What follows belongs to an exercise in optimizing a design on an open flow for a short achievable clock period and few clock cycles; a production flow would make more cautious choices.
In this exercise RTL edits were held to simulation tests only and were not proved equivalent to the original.
Power and IR drop assume default switching activity.

## design.v

```verilog
module vram_l1_cache #(
  parameter int L1_DEPTH      = 64,
  parameter int L1_WIDTH      = 64,
  parameter int FB_ADDR_WIDTH = 14
) (
  input  logic                     clk,
  input  logic                     rst_n,
  input  logic                     core_req,
  input  logic                     core_we,
  input  logic [16:0]              core_addr,
  input  logic [7:0]               core_wdata,
  output logic                     core_ack,
  output logic [7:0]               core_rdata,
  input  logic                     flush,
  output logic                     flush_done,
  output logic                     mem_req,
  output logic                     mem_we,
  output logic [FB_ADDR_WIDTH-1:0] mem_addr,
  output logic [L1_WIDTH-1:0]      mem_wdata,
  input  logic                     mem_gnt,
  input  logic                     mem_rvalid,
  input  logic [L1_WIDTH-1:0]      mem_rdata
);
  generate
    if (L1_DEPTH != 64 || L1_WIDTH != 64 || FB_ADDR_WIDTH != 14) begin : g_bad_param
      $error("vram_l1_cache supports only L1_DEPTH=64, L1_WIDTH=64, FB_ADDR_WIDTH=14");
    end
  endgenerate
  localparam logic [1:0] S_IDLE = 2'd0, S_MEM = 2'd1, S_RDWAIT = 2'd2, S_FLUSH = 2'd3;
  logic [1:0]       st_q, st_d;
  logic [63:0]      valid_q, valid_d;
  logic [63:0]      dirty_q, dirty_d;
  logic [7:0]       tag_q [64];
  logic [63:0]      data_q [64];
  logic             flush_done_q, flush_done_d;
  logic             mreq_q, mreq_d;
  logic             mwe_q, mwe_d;
  logic [13:0]      maddr_q, maddr_d;
  logic [63:0]      mwdata_q, mwdata_d;
  logic [1:0]       lb_v_q;
  logic [13:0]      lb_la_q [2];
  logic [63:0]      lb_d_q  [2];
  logic             lb_mru_q;                 
  logic [1:0]       lb_v_d;
  logic [13:0]      lb_la_d [2];
  logic [63:0]      lb_d_d  [2];
  logic             pe_q, pe_d;               
  logic             u1_q;                     
  logic             po_v_q;
  logic [13:0]      po_la_q;
  logic [63:0]      po_d_q;
  logic             hitp;
  logic             rdw;
  logic             serve;                    
  logic             swap;                     
  logic             used;
  logic             fsel_q;                   
  logic [13:0]      pla_d    [2];
  logic [1:0]       pok_d;                    
  logic [13:0]      ps_la_q;                  
  logic             ps_ok_q;
  logic             pm_go;                    
  logic [13:0]      rq_la;
  logic [7:0]       rq_tag;
  logic [5:0]       rq_idx;
  logic [2:0]       rq_off;
  logic [1:0]       lb_hit;
  logic             lb_wsel;
  logic [5:0]       ar_idx;                   
  logic [63:0]      ar_line;
  logic [7:0]       ar_tag;
  logic [7:0]       rq_ltag;                  
  logic             ar_hit;
  logic             ar_vdirty;
  logic [63:0]      fl_port;
  logic [63:0]      fl_dv;
  logic [63:0]      fl_oh;
  logic [5:0]       fl_idx;
  logic             idle_req;
  logic             do_store;                 
  logic             do_fill;                  
  logic             do_look;                  
  logic [63:0]      fill_line;
  assign rq_la  = core_addr[16:3];
  assign rq_tag = core_addr[16:9];
  assign rq_idx = core_addr[8:3];
  assign rq_off = core_addr[2:0];
  assign lb_hit[0]  = lb_v_q[0] && (lb_la_q[0] == rq_la);
  assign lb_hit[1]  = lb_v_q[1] && (lb_la_q[1] == rq_la);
  assign ar_idx    = (flush || st_q == S_FLUSH) ? fl_idx : rq_idx;
  assign ar_line   = data_q[ar_idx];
  assign ar_tag    = tag_q[ar_idx];
  assign rq_ltag   = tag_q[rq_idx];
  assign ar_hit    = valid_q[rq_idx] && (rq_ltag == rq_tag);
  assign ar_vdirty = valid_q[rq_idx] && dirty_q[rq_idx];
  assign idle_req = (st_q == S_IDLE) && core_req && !flush;
  assign serve    = idle_req && lb_hit[pe_q];
  assign swap     = idle_req && !lb_hit[pe_q] && lb_hit[!pe_q];
  assign do_store = serve && core_we;
  assign do_look  = idle_req && !(|lb_hit);
  assign do_fill  = (st_q == S_RDWAIT) && mem_rvalid;
  assign hitp       = po_v_q && (po_la_q == rq_la);
  assign core_ack   = ((st_q == S_IDLE) && core_req && hitp) || do_fill;
  assign rdw        = (st_q == S_RDWAIT);
  assign core_rdata = ({8{rdw}}  & mem_rdata[{rq_off, 3'b000} +: 8])
                    | ({8{!rdw}} & po_d_q[{rq_off, 3'b000} +: 8]);
  assign pm_go = (st_q == S_IDLE) && core_req && ps_ok_q && (ps_la_q == rq_la);
  assign mem_req   = mreq_q || pm_go;
  assign mem_we    = (st_q != S_IDLE) && mwe_q;
  assign mem_addr  = (st_q != S_IDLE) ? maddr_q : rq_la;
  assign mem_wdata = mwdata_q;
  assign flush_done = flush_done_q;
  always_comb begin
    if (lb_v_q[0] && lb_la_q[0][5:0] == rq_idx)      lb_wsel = 1'b0;
    else if (lb_v_q[1] && lb_la_q[1][5:0] == rq_idx) lb_wsel = 1'b1;
    else                                              lb_wsel = ~lb_mru_q;
  end
  always_comb begin
    fill_line = mem_rdata;
    if (core_we) fill_line[{rq_off, 3'b000} +: 8] = core_wdata;
  end
  always_comb begin
    fl_port = '0;
    if (st_q == S_FLUSH) fl_port[maddr_q[5:0]] = 1'b1;
  end
  assign fl_dv = valid_q & dirty_q & ~fl_port;
  assign fl_oh = fl_dv & (~fl_dv + 64'd1);
  always_comb begin
    fl_idx = '0;
    for (int i = 0; i < 64; i++)
      if (fl_oh[i]) fl_idx = fl_idx | 6'(i);
  end
  always_comb begin
    st_d         = st_q;
    valid_d      = valid_q;
    dirty_d      = dirty_q;
    flush_done_d = 1'b0;
    mreq_d       = mreq_q;
    mwe_d        = mwe_q;
    maddr_d      = maddr_q;
    mwdata_d     = mwdata_q;
    case (st_q)
      S_IDLE: begin
        mwe_d    = ar_vdirty;
        maddr_d  = ar_vdirty ? {rq_ltag, rq_idx} : rq_la;
        mwdata_d = ar_line;
        if (flush) begin
          st_d     = S_FLUSH;
          mwe_d    = 1'b1;
          maddr_d  = {ar_tag, fl_idx};
          mwdata_d = ar_line;
          mreq_d   = |fl_dv;
          if (fl_dv == 64'd0) begin
            st_d         = S_IDLE;
            flush_done_d = 1'b1;
          end
        end else if (core_req) begin
          if (lb_hit[pe_q]) begin
            if (core_we) dirty_d[rq_idx] = 1'b1;
          end else if (!(|lb_hit) && !ar_hit) begin
            st_d   = S_MEM;
            mreq_d = 1'b1;
          end
          if (mem_gnt) begin
            mreq_d = 1'b0;
            st_d   = S_RDWAIT;
          end
        end
      end
      S_MEM: begin
        if (mem_gnt) begin
          if (mwe_q) begin
            dirty_d[rq_idx] = 1'b0;
            mwe_d           = 1'b0;
            maddr_d         = rq_la;
          end else begin
            mreq_d = 1'b0;
            st_d   = S_RDWAIT;
          end
        end
      end
      S_RDWAIT: begin
        if (mem_rvalid) begin
          valid_d[rq_idx] = 1'b1;
          dirty_d[rq_idx] = core_we;
          st_d            = S_IDLE;
        end
      end
      default: begin   
        if (mem_gnt) begin
          dirty_d[maddr_q[5:0]] = 1'b0;
          maddr_d               = {ar_tag, fl_idx};
          mwdata_d              = ar_line;
          if (fl_dv == 64'd0) begin
            mreq_d       = 1'b0;
            st_d         = S_IDLE;
            flush_done_d = 1'b1;
          end
        end
      end
    endcase
  end
  always_ff @(posedge clk or negedge rst_n) begin
    if (!rst_n) begin
      st_q         <= S_IDLE;
      valid_q      <= '0;
      dirty_q      <= '0;
      flush_done_q <= 1'b0;
      mreq_q       <= 1'b0;
      lb_v_q       <= '0;
      lb_mru_q     <= 1'b0;
      fsel_q       <= 1'b0;
      pe_q         <= 1'b0;
      u1_q         <= 1'b0;
      po_v_q       <= 1'b0;
      ps_ok_q      <= 1'b0;
    end else begin
      st_q         <= st_d;
      valid_q      <= valid_d;
      dirty_q      <= dirty_d;
      flush_done_q <= flush_done_d;
      mreq_q       <= mreq_d;
      lb_v_q       <= lb_v_d;
      pe_q         <= pe_d;
      po_v_q       <= lb_v_d[pe_d];
      ps_ok_q      <= pok_d[pe_d];
      if (do_look) begin
        lb_mru_q <= lb_wsel;
        fsel_q   <= lb_wsel;
      end else if (serve) begin
        lb_mru_q <= pe_q;
      end
      if (serve || do_fill) u1_q <= used;
    end
  end
  assign used = do_fill ? fsel_q : pe_q;
  always_comb begin
    pe_d = pe_q;
    if (serve || do_fill) pe_d = (used == u1_q) ? used : !used;
    else if (swap)        pe_d = !pe_q;
    else if (do_look)     pe_d = lb_wsel;
  end
  always_ff @(posedge clk) begin
    po_la_q <= lb_la_d[pe_d];
    po_d_q  <= lb_d_d[pe_d];
    ps_la_q <= pla_d[pe_d];
  end
  always_ff @(posedge clk) begin
    mwe_q    <= mwe_d;
    maddr_q  <= maddr_d;
    mwdata_q <= mwdata_d;
  end
  assign pla_d[0] = lb_la_q[0] + 14'd1;
  assign pla_d[1] = lb_la_q[1] + 14'd1;
  always_comb begin
    for (int e = 0; e < 2; e++) begin
      pok_d[e] = lb_v_q[e]
                 && ((st_q == S_FLUSH) ? (maddr_q[5:0] != pla_d[e][5:0])
                                       : (rq_idx != pla_d[e][5:0]))
                 && !(valid_q[pla_d[e][5:0]] && tag_q[pla_d[e][5:0]] == pla_d[e][13:6])
                 && !(valid_q[pla_d[e][5:0]] && dirty_q[pla_d[e][5:0]]);
    end
  end
  always_comb begin
    for (int e = 0; e < 2; e++) begin
      lb_v_d[e]  = lb_v_q[e];
      lb_la_d[e] = lb_la_q[e];
      lb_d_d[e]  = lb_d_q[e];
      if (do_look && lb_wsel == 1'(e)) begin
        lb_v_d[e]  = ar_hit;
        lb_la_d[e] = rq_la;
        lb_d_d[e]  = ar_line;
      end else if (do_fill && fsel_q == 1'(e)) begin
        lb_v_d[e]  = 1'b1;
        lb_d_d[e]  = fill_line;
      end else if (do_store && pe_q == 1'(e)) begin
        lb_d_d[e][{rq_off, 3'b000} +: 8] = core_wdata;
      end
    end
  end
  always_ff @(posedge clk) begin
    for (int e = 0; e < 2; e++) begin
      lb_la_q[e] <= lb_la_d[e];
      lb_d_q[e]  <= lb_d_d[e];
    end
  end
  always_ff @(posedge clk) begin
    if (do_fill) begin
      tag_q[rq_idx]  <= rq_tag;
      data_q[rq_idx] <= fill_line;
    end else if (do_store) begin
      data_q[rq_idx][{rq_off, 3'b000} +: 8] <= core_wdata;
    end
  end
endmodule
```

## run.sh

```bash
#!/bin/bash
# synth_recipe.tcl (not shown) runs the flow's synth.tcl, then flattens the netlist and writes it again
# the make line also repeats each setting of config.mk as NAME=value (left out here)
make -C /OpenROAD-flow-scripts/flow DESIGN_CONFIG=/design/flow/config.mk WORK_HOME=/design/flow/orfs CLKGATE_MAP_FILE= SYNTH_SCRIPT=/design/flow/synth_recipe.tcl finish
```

## config.mk

```make
export PLATFORM = sky130hd
export DESIGN_NAME = vram_l1_cache
export DESIGN_NICKNAME = vram_l1_cache
export VERILOG_FILES = /design/flow/design.v
export SDC_FILE = /design/flow/constraint.sdc
export NUM_CORES = 4
export LEC_CHECK = 0
export ABC_CLOCK_PERIOD_IN_PS = 3000
export CAP_MARGIN = 20
export CELL_PAD_IN_SITES_DETAIL_PLACEMENT = 1
export CELL_PAD_IN_SITES_GLOBAL_PLACEMENT = 2
export CORE_MARGIN = 2
export CORE_UTILIZATION = 30
export PLACE_DENSITY = 0.45
export SETUP_SLACK_MARGIN = 5
export SLEW_MARGIN = 20
export TNS_END_PERCENT = 5
```

## constraint.sdc

```tcl
create_clock -name core_clock -period 12.0 [get_ports {clk}]
set_input_delay 2.4000 -clock core_clock [delete_from_list [all_inputs] [get_ports {clk}]]
set_output_delay 2.4000 -clock core_clock [all_outputs]
set_load 0.01 [all_outputs]
```

==> summary.txt <==
outcome=finished clean; Fmax achieved=0.139 GHz; Iter 0 DRT Violations=18900; Tcrit/Tclk final=60.1%; pwr dens=330 nW/um^2; clock tree root driver cell=clkbuf_16; placed insts=roughly 24000; mapped cell area=224000 um^2; crit path DAT=4.81 ns; core area=about 740000 um^2; H-Tree Depth=6; Die H=868 um; hold wc startpoint=lb_la_q[0][13]$_DFF_P_; Hold Path Class=flop to flop; largest cells by area after synthesis=edfxtp_1, mux4_2, mux2i_1; final WL=1150 mm; relative slew slack=16.6%; Reg2Reg Depth=23; r2r startpoint=maddr_q[1]$_DFFE_PP_; CP Max Fanout=2; Pre-antenna DRT Iters=9; Row Count=roughly 320; Overflow after GRT=0; Hold Violations, Final=0; boundary pin count=186; CP Launch Type=primary input; fin cells=25800; Async S/R FF share, synth=2.76%; post-detail-place hpwl=roughly 740 mm; LEAKAGE=86.6 nW; register area share after synthesis=about two thirds; DIE AREA=approximately 750000 um^2; maxcap violations=0; CP required=9.60 ns; total negative setup slack=0 ns; largest net degree at the start of global routing=86; Final Max Slew Viols=0; Buffers on Ports=185; Area growth syn-to-layout=18.6%; share of the synthesized area in the top cell type=between 60% and 70%; CTS buffer count=roughly 600; worst r2r dst=lb_d_q[0][4]$_DFF_P_; share of cells above drive strength 1=22.4%; initial antenna violation count=between 150 and 200; final core occ=35.7%; FF+latch count, synth=5075; endpoints failing setup=0; syn_area_per_cell=15.3 um^2; WHS Path Cells=2; post-synth net total=~15000; DRC viols=0; Longest Clk Path Bufs=4; yosys warns=6; placer's final routability congestion estimate=between 0.8 and 0.9; Post-CTS Hold Buffers=0; Final #Nets=15300; vias in the first global route=between 150k and 200k; post-synthesis cell type count=roughly 120; via count=~150k; DR vias/cell=roughly 5.9; R2R setup slack=4.86 ns; Synth Instances=approximately 15000; CTS tree=done; DRT antenna net count=0; crit end category=output port; Slew @ Worst Pin=1.24 ns; Initial Utilization=30.1%; Hold Slack=0.526 ns; area leader, netlist=edfxtp_1; Final min period=~7.2 ns; routed len/inst=44.6 um; Die Wd=a little under 900 um; Hold EP=lb_la_q[0][13]$_DFF_P_; All-Layer GR Usage=29.1%; clock skew=between 0.06 and 0.07 ns; EDFF count, synth=roughly 4700; WS Path Type=primary input to output port; clock sinks=5075; Skew-Pair Late Insertion Delay=1.18 ns; Top FF cell, synth=edfxtp_1; RSZ-0062 raised after global routing=true; Fillers=75000; Tot Pwr=87.6 mW; VDD IR max=0.311 mV; first-pass GRT wire length=1480 mm; register clock-pin slew on the reported worst setup and hold paths=0.05 ns
## synth_stat cells (all sizes together) (135+ instances only)
cell type and number:
a32o 138, o21ai 367, mux2 163, mux2i 975, nand3 320, dfxtp 248
edfxtp 4687, a22oi 300, a21oi 431, dfrtp 140, nor3 135, o211ai 139
a221oi 203, o22ai 422, o31ai 186, buf 447, nand2 1466, clkbuf 606
nor2 979, mux4 979
## how the worst max path moves through the flow
stage | start | endpoint | slack [ns] | depth (start not counted)
final | mem_rdata[38] | core_rdata[6] | 4.79 | 4
after global routing | maddr_q[1]$_DFFE_PP_ | mwdata_q[8]$_DFFE_PP_ | 4.81 | 24
after CTS | core_addr[0] | core_rdata[0] | 4.85 | 5
after detailed placement | maddr_q[0]$_DFFE_PP_ | po_d_q[59]$_DFF_P_ | 2.30 | 20
after global placement | maddr_q[0]$_DFFE_PP_ | mwdata_q[59]$_DFFE_PP_ | 2.26 | 19
after floorplan | core_addr[5] | data_q[0][33]$_DFFE_PP_ | 3.98 | 9
## metal layers
| layer | global-route usage [%] | up-vias | part of all wire [%] | wire (um) |
|---|---|---|---|---|
| met5 | 0 | - | 0.028 | 327 |
| met4 | 12.1 | 42 | 4.7 | 54200 |
| met3 | 5.41 | 1703 | 7.1 | 81400 |
| met2 | 46.2 | 7621 | 46 | 528000 |
| met1 | 39.4 | 83000 | 42 | 484000 |
| li1 | - | 60400 | - | - |
## layout by cell type (no fill, tap or decap), types with 130 or more instances in the layout
cell type / count
nand2_1: 1380
o211ai_1: 138
o21ai_0: 313
o22ai_1: 395
dfxtp_1: 246
edfxtp_1: 4687
a32o_1: 136
nand3_1: 311
o31ai_1: 158
mux2i_1: 974
mux2_2: 163
diode_2: 203
mux4_2: 979
buf_4: 587
clkbuf_16: 648
clkinv_1: 130
a221oi_1: 163
a22oi_1: 277
clkbuf_1: 145
nor2_1: 899
a21oi_1: 377
dfrtp_1: 140
## what timing repair did
item                                   CTS  global route
setup endpoints to repair              648           509
setup buffers                           94            57
resized for setup                      372           239
gates cloned                            17            30
endpoints found under the hold margin    0             0
pin swaps                               45            51
## report_power, final
| part | internal (mW) | total (mW) | switching, mW |
|---|---|---|---|
| Sequential | 20.6 | 21.8 | 1.22 |
| Clock | 10.4 | 18.4 | 7.97 |
| Combinational | 16.2 | 47.4 | 31.1 |
## kinds of logic (layout without fill, tap and decap cells)
family | after synthesis | after routing | synth area share [%]
AO/OA/AOI/OAI | 2854 | 2855 | 8.99
XOR/XNOR | 122 | 122 | 0.477
adder cells (fa/ha/maj) | 23 | 23 | 0.128
buffers and inverters | 1113 | 2145 | 2.25
flip-flops | 5075 | 5075 | 66.6
multiplexers | 2117 | 2117 | 15.0
other | 0 | 203 | 0
AND/OR/NAND/NOR | 3319 | 3323 | 6.58
## stage by stage
step	worst slack [ns]	cell area, um^2
after floorplan	3.98	224000
after global placement	2.26	240000
after detailed placement	2.30	241000
after CTS	4.85	263000
after global routing	4.81	265000
final	4.79	266000
## flip-flops by register name, indices dropped and copies added, names as in the netlist, 2 cells and up
name,cells
mwdata_q,64
lb_la_q,28
st_q,2
po_d_q,64
lb_v_q,2
dirty_q,64
po_la_q,14
lb_d_q,128
maddr_q,14
valid_q,64
tag_q,512
data_q,4096
ps_la_q,14
## layout make-up
class                           instances  area [um^2]  area share [%]
Timing Repair Buffer                  969        10200            3.84
Antenna cell                          203          508           0.191
Clock inverter                        338         3150            1.18
Tap cell                             9889        12400            4.66
Sequential cell                      5075       149000            56.1
Multi-Input combinational cell       8440        73800            27.8
Inverter                               60          240          0.0904
Clock buffer                          778        16300            6.12
## critical path, cell delays in order
cell and delay [ns]:
dlygate4sd2_1 0.48, mux4_2 0.74, mux4_2 0.62, clkdlybuf4s50_1 0.53
Testbench counts, summed over its fixed seeds: cycles 50,448.

==> re-timing with driven ports <==
The results above use ideal ports. As a check the final layout listed here was re-extracted and re-timed, cells and wires unchanged.
Step 1: set_driving_cell puts a clkbuf_16 on clk and a buf_2 on each other input, an assumption about the parent block.
Step 2 also shifts input and output timing later by t, the mid clock arrival at the registers, as if the neighbouring blocks saw the same clock.
Three values: no drivers, after step 1, after step 2; two values: the first two.
t, ns: 1.272
setup slack, ns: 4.786 / 4.606 / 3.599
worst register clock-pin slew, ns: 0.07 / 0.07
After both steps this run still meets setup and hold. The setup slack of this run moves by -0.180 ns with the drivers and by -1.187 ns with both steps.
